This is an optimization exercise on Yosys and OpenROAD, whose aim is small area, a short achievable clock period and few clock cycles per item, not a production implementation. Only simulation tests tie the RTL to the original design; equivalence was not proved. No activity file was given, so power comes from the tool's default toggle rates.

## m_calc_engine
module m_calc_engine #(
  parameter int CGES = 7,
  parameter int DW   = 16,
  localparam int AW  = $clog2(CGES),
  localparam int RW  = 2*DW + AW
) (
  input  logic                 clk,
  input  logic                 reset_n,
  input  logic                 cal,
  input  logic                 din_valid,
  input  logic signed [DW-1:0] din,
  input  logic                 coef_wr,
  input  logic [AW-1:0]        coef_addr,
  input  logic signed [DW-1:0] coef_data,
  output logic                 fin,
  output logic signed [RW-1:0] result,
  output logic                 result_valid,
  output logic                 busy
);
export LEC_CHECK = 0
export CAP_MARGIN = 25
export CORE_MARGIN = 2
export CORE_UTILIZATION = 40
export CTS_BUF_LIST = sky130_fd_sc_hd__clkbuf_8
export PLACE_DENSITY = 0.7
export SETUP_SLACK_MARGIN = 3.0
export SLEW_MARGIN = 20
create_clock -name core_clock -period 9.0 [get_ports {clk}]
run.sh (not shown) runs the stock make flow with config.mk's settings and CLKGATE_MAP_FILE= SYNTH_SCRIPT=/design/flow/synth_recipe.tcl, a recipe that flattens the netlist after the stock synthesis.
The first run passed the timing, DRC and antenna checks.
Testbench counts at the start, summed over its fixed seeds: cycles 2,744, items 1,200.
Next try:
- PLACE_DENSITY: 0.7 -> 0.6
- SETUP_SLACK_MARGIN: 3.0 -> 2.8
The new run passed the timing, DRC and antenna checks.
Setup slack got worse by 0.15 ns.
Count of clock-buffer cells in the layout goes up by 6.
Hold slack gains 0.0033 ns.
Fmax shrinks by a few percent.
Synthesized area is unchanged.
Next try:
- SETUP_SLACK_MARGIN: 2.8 -> 3.0
=> Synthesized area is unchanged; clock skew rose by 0.015 ns; sequential power hardly moves; core utilization stays flat; worst setup slack gains 0.17 ns; final area is about the same; hold slack gains 0.015 ns; final cell count stays flat; first-iteration DRC count rose by 2.0%.
Next try:
==> flow/flow/run.sh (new file) <==
#!/bin/bash
# The standard layout flow, with the port buffers made from a regular buffer
# cell (buf_4) instead of the cell buffer_ports picks by default.  Every input
# and output port still gets its buffer.
set -e
export BUFFER_PORTS_ARGS="-buffer_cell sky130_fd_sc_hd__buf_4"
bash standard.sh > standard.log 2>&1
==> flow/standard.sh (new file) <==
#!/bin/bash
# synth_recipe.tcl (not shown) runs the flow's synth.tcl, then flattens the netlist and writes it again
# the make line also repeats each setting of config.mk as NAME=value (left out here)
make -C /OpenROAD-flow-scripts/flow DESIGN_CONFIG=/design/flow/config.mk WORK_HOME=/design/flow/orfs CLKGATE_MAP_FILE= SYNTH_SCRIPT=/design/flow/synth_recipe.tcl "${@:-finish}"
removed: flow/run.sh
What happened: The changed run finished with timing, DRC and antenna clean; non-clock buffer count goes down by 15; die area does not change; clock skew came out lower by 0.037 ns; core utilization falls by 0.42 points; wire length goes down by 2.3%; combinational power is about the same; clock power hardly moves.


Setup of JK:
m_calc_engine, a different RTL version from the one above (not shown whole).
Size: roughly 460 flip-flops, about 0.041 mm² of cells after synthesis.
clock: 9.0 ns
lec_check: 0
cap_margin: 20
core_margin: 2
core_utilization: 40
place_density: 0.6
setup_slack_margin: 3.6
slew_margin: 20
Stock flow here: none of the scripts above is used.
Testbench counts of JK, summed over its fixed seeds: cycles 2,744, items 1,200.
Input changes introduced in MS (baseline for comparison: JK):
# JK
export LEC_CHECK = 0
export CAP_MARGIN = 20
export CORE_MARGIN = 2
export CORE_UTILIZATION = 40
export PLACE_DENSITY = 0.6
export SETUP_SLACK_MARGIN = 3.6
export SLEW_MARGIN = 20
create_clock -name core_clock -period 9.0 [get_ports {clk}]
# MS
export LEC_CHECK = 0
export CAP_MARGIN = 20
export CORE_MARGIN = 2
export CORE_UTILIZATION = 40
export PLACE_DENSITY = 0.6
export SETUP_SLACK_MARGIN = 3.0
export SLEW_MARGIN = 20
create_clock -name core_clock -period 9.0 [get_ports {clk}]
Findings:
MS: no failed stages, no open violations at the end
Looking at JK and MS, the clock latency reported for the late side of the worst-skew pair is a wash.
Global-route usage in MS is 0.54 points below JK.
Post-placement setup slack deteriorates in MS relative to JK.
Comparing JK and MS, the higher hold slack is on MS.
Non-filler instance count after layout of MS falls short of that of JK by a few percent.
Taking JK as the reference point, the post-route standard cell area excluding fillers of MS falls by 4.7%.
NOTE number of nets in the final layout JK->MS decreased by a few percent


m_calc_engine with an RTL version that a note above also has.
Size: roughly 440 flip-flops, about 78 I/O pins, roughly 40000 um^2 of cells after synthesis.
clock: 9.0 ns
lec_check: 0
cap_margin: 25
core_margin: 2
core_utilization: 40
place_density: 0.6
setup_slack_margin: 3.0
slew_margin: 20
Testbench counts at the start, summed over its fixed seeds: cycles 2,744, items 1,200.
==> next run, changes <==
--- a/flow/config.mk
+++ b/flow/config.mk
@@ -10,0 +11 @@
+export CTS_BUF_LIST = sky130_fd_sc_hd__clkbuf_8
@@ -12 +13 @@
-export SETUP_SLACK_MARGIN = 3.0
+export SETUP_SLACK_MARGIN = 3.1
Outcome:
- The changed run completed with no timing, DRC or antenna violations
- final cell count is higher by 1.7%
- sequential power barely changes
- routed wire length is higher by 2.7%
- die area does not change
- via count is higher by 2.7%


== before ==
m_calc_engine again, from the RTL that the note above started with.
==> flow/config.mk <==
export PLATFORM = sky130hd
export DESIGN_NAME = m_calc_engine
export DESIGN_NICKNAME = m_calc_engine
export VERILOG_FILES = /design/flow/design.v
export SDC_FILE = /design/flow/constraint.sdc
export NUM_CORES = 4
export LEC_CHECK = 0
export CAP_MARGIN = 25
export CORE_MARGIN = 2
export CORE_UTILIZATION = 40
export CTS_BUF_LIST = sky130_fd_sc_hd__clkbuf_4 sky130_fd_sc_hd__clkbuf_8 sky130_fd_sc_hd__clkbuf_16
export PLACE_DENSITY = 0.6
export SETUP_SLACK_MARGIN = 3.0
export SLEW_MARGIN = 20
==> flow/constraint.sdc <==
create_clock -name core_clock -period 9.0 [get_ports {clk}]
set_input_delay 1.8000 -clock core_clock [delete_from_list [all_inputs] [get_ports {clk}]]
set_output_delay 1.8000 -clock core_clock [all_outputs]
set_load 0.01 [all_outputs]
Testbench counts of before, summed over its fixed seeds: cycles 2,744, items 1,200.
#### Input delta (after over before)
- a change of SETUP_SLACK_MARGIN from 3.0 to 3.3
- a change of CTS_BUF_LIST from sky130_fd_sc_hd__clkbuf_4 sky130_fd_sc_hd__clkbuf_8 sky130_fd_sc_hd__clkbuf_16 to sky130_fd_sc_hd__clkbuf_8
==> flow/flow/run.sh (new file) <==
#!/bin/bash
# The standard layout flow, with the port buffers made from a regular buffer
# cell (buf_4) instead of the cell buffer_ports picks by default.  Every input
# and output port still gets its buffer.
set -e
export BUFFER_PORTS_ARGS="-buffer_cell sky130_fd_sc_hd__buf_4"
bash standard.sh > standard.log 2>&1
==> flow/standard.sh (new file) <==
#!/bin/bash
# synth_recipe.tcl (not shown) runs the flow's synth.tcl, then flattens the netlist and writes it again
# the make line also repeats each setting of config.mk as NAME=value (left out here)
make -C /OpenROAD-flow-scripts/flow DESIGN_CONFIG=/design/flow/config.mk WORK_HOME=/design/flow/orfs CLKGATE_MAP_FILE= SYNTH_SCRIPT=/design/flow/synth_recipe.tcl "${@:-finish}"
removed: flow/run.sh
==> run summary <==
after did not stop at any stage, and its layout met the timing, DRC and antenna checks. Against before as the reference, after delivers a higher total stage count of the critical path. [compare] base=before new=after: worst hold margin shows a reduction of 0.014 ns, combinational fraction of design power went up by 2.1 points, post-route clock period utilization went down 0.58 points, cell area power density shows a reduction of 6.0 nW/um^2, clock power fell by about 12%. From before to after the numbers moved as follows: global-route usage increased 0.40 points; fraction of area in registers decreased 0.31 points.

## separate check: timing with driven ports
No port has a modelled driver above. Below, the same layouts with a new extraction and two added sets of constraints.
Step 1 (the two cells are an assumption about what drives the block):
set clk [get_ports {clk}]
set_driving_cell -lib_cell sky130_fd_sc_hd__clkbuf_16 $clk
set_driving_cell -lib_cell sky130_fd_sc_hd__buf_2 [delete_from_list [all_inputs] $clk]
Step 2, shift: input delay + t, output delay - t, t = (earliest + latest rising clock arrival at the registers) / 2. This alone moves slack from input paths to output paths.
Three values: ideal, step 1, step 2; two values: the first two.
run	t (ns)	setup WS [ns]	pins driven straight from the clock port
the first run of note 1	0.794	2.976 / 2.988 / 2.226	1
the second run of note 1	0.756	2.830 / 2.830 / 2.156	1
the third run of note 1	0.777	3.002 / 3.002 / 2.281	1
the fourth run of note 1	0.767	2.982 / 2.982 / 2.293	1
JK	0.707	3.242 / 3.241 / 2.534	1
MS	0.722	3.038 / 3.038 / 2.417	1
the first run of note 3	0.696	3.008 / 3.039 / 2.364	1
the second run of note 3	0.809	2.937 / 2.937 / 2.286	1
before	0.697	2.991 / 3.031 / 2.346	1
after	0.775	3.043 / 3.061 / 2.296	1
After both steps setup and hold are still met in every run listed. For the first run of note 1, which loses most, drivers alone change the setup slack by +0.012 ns; drivers and shift together by -0.750 ns.
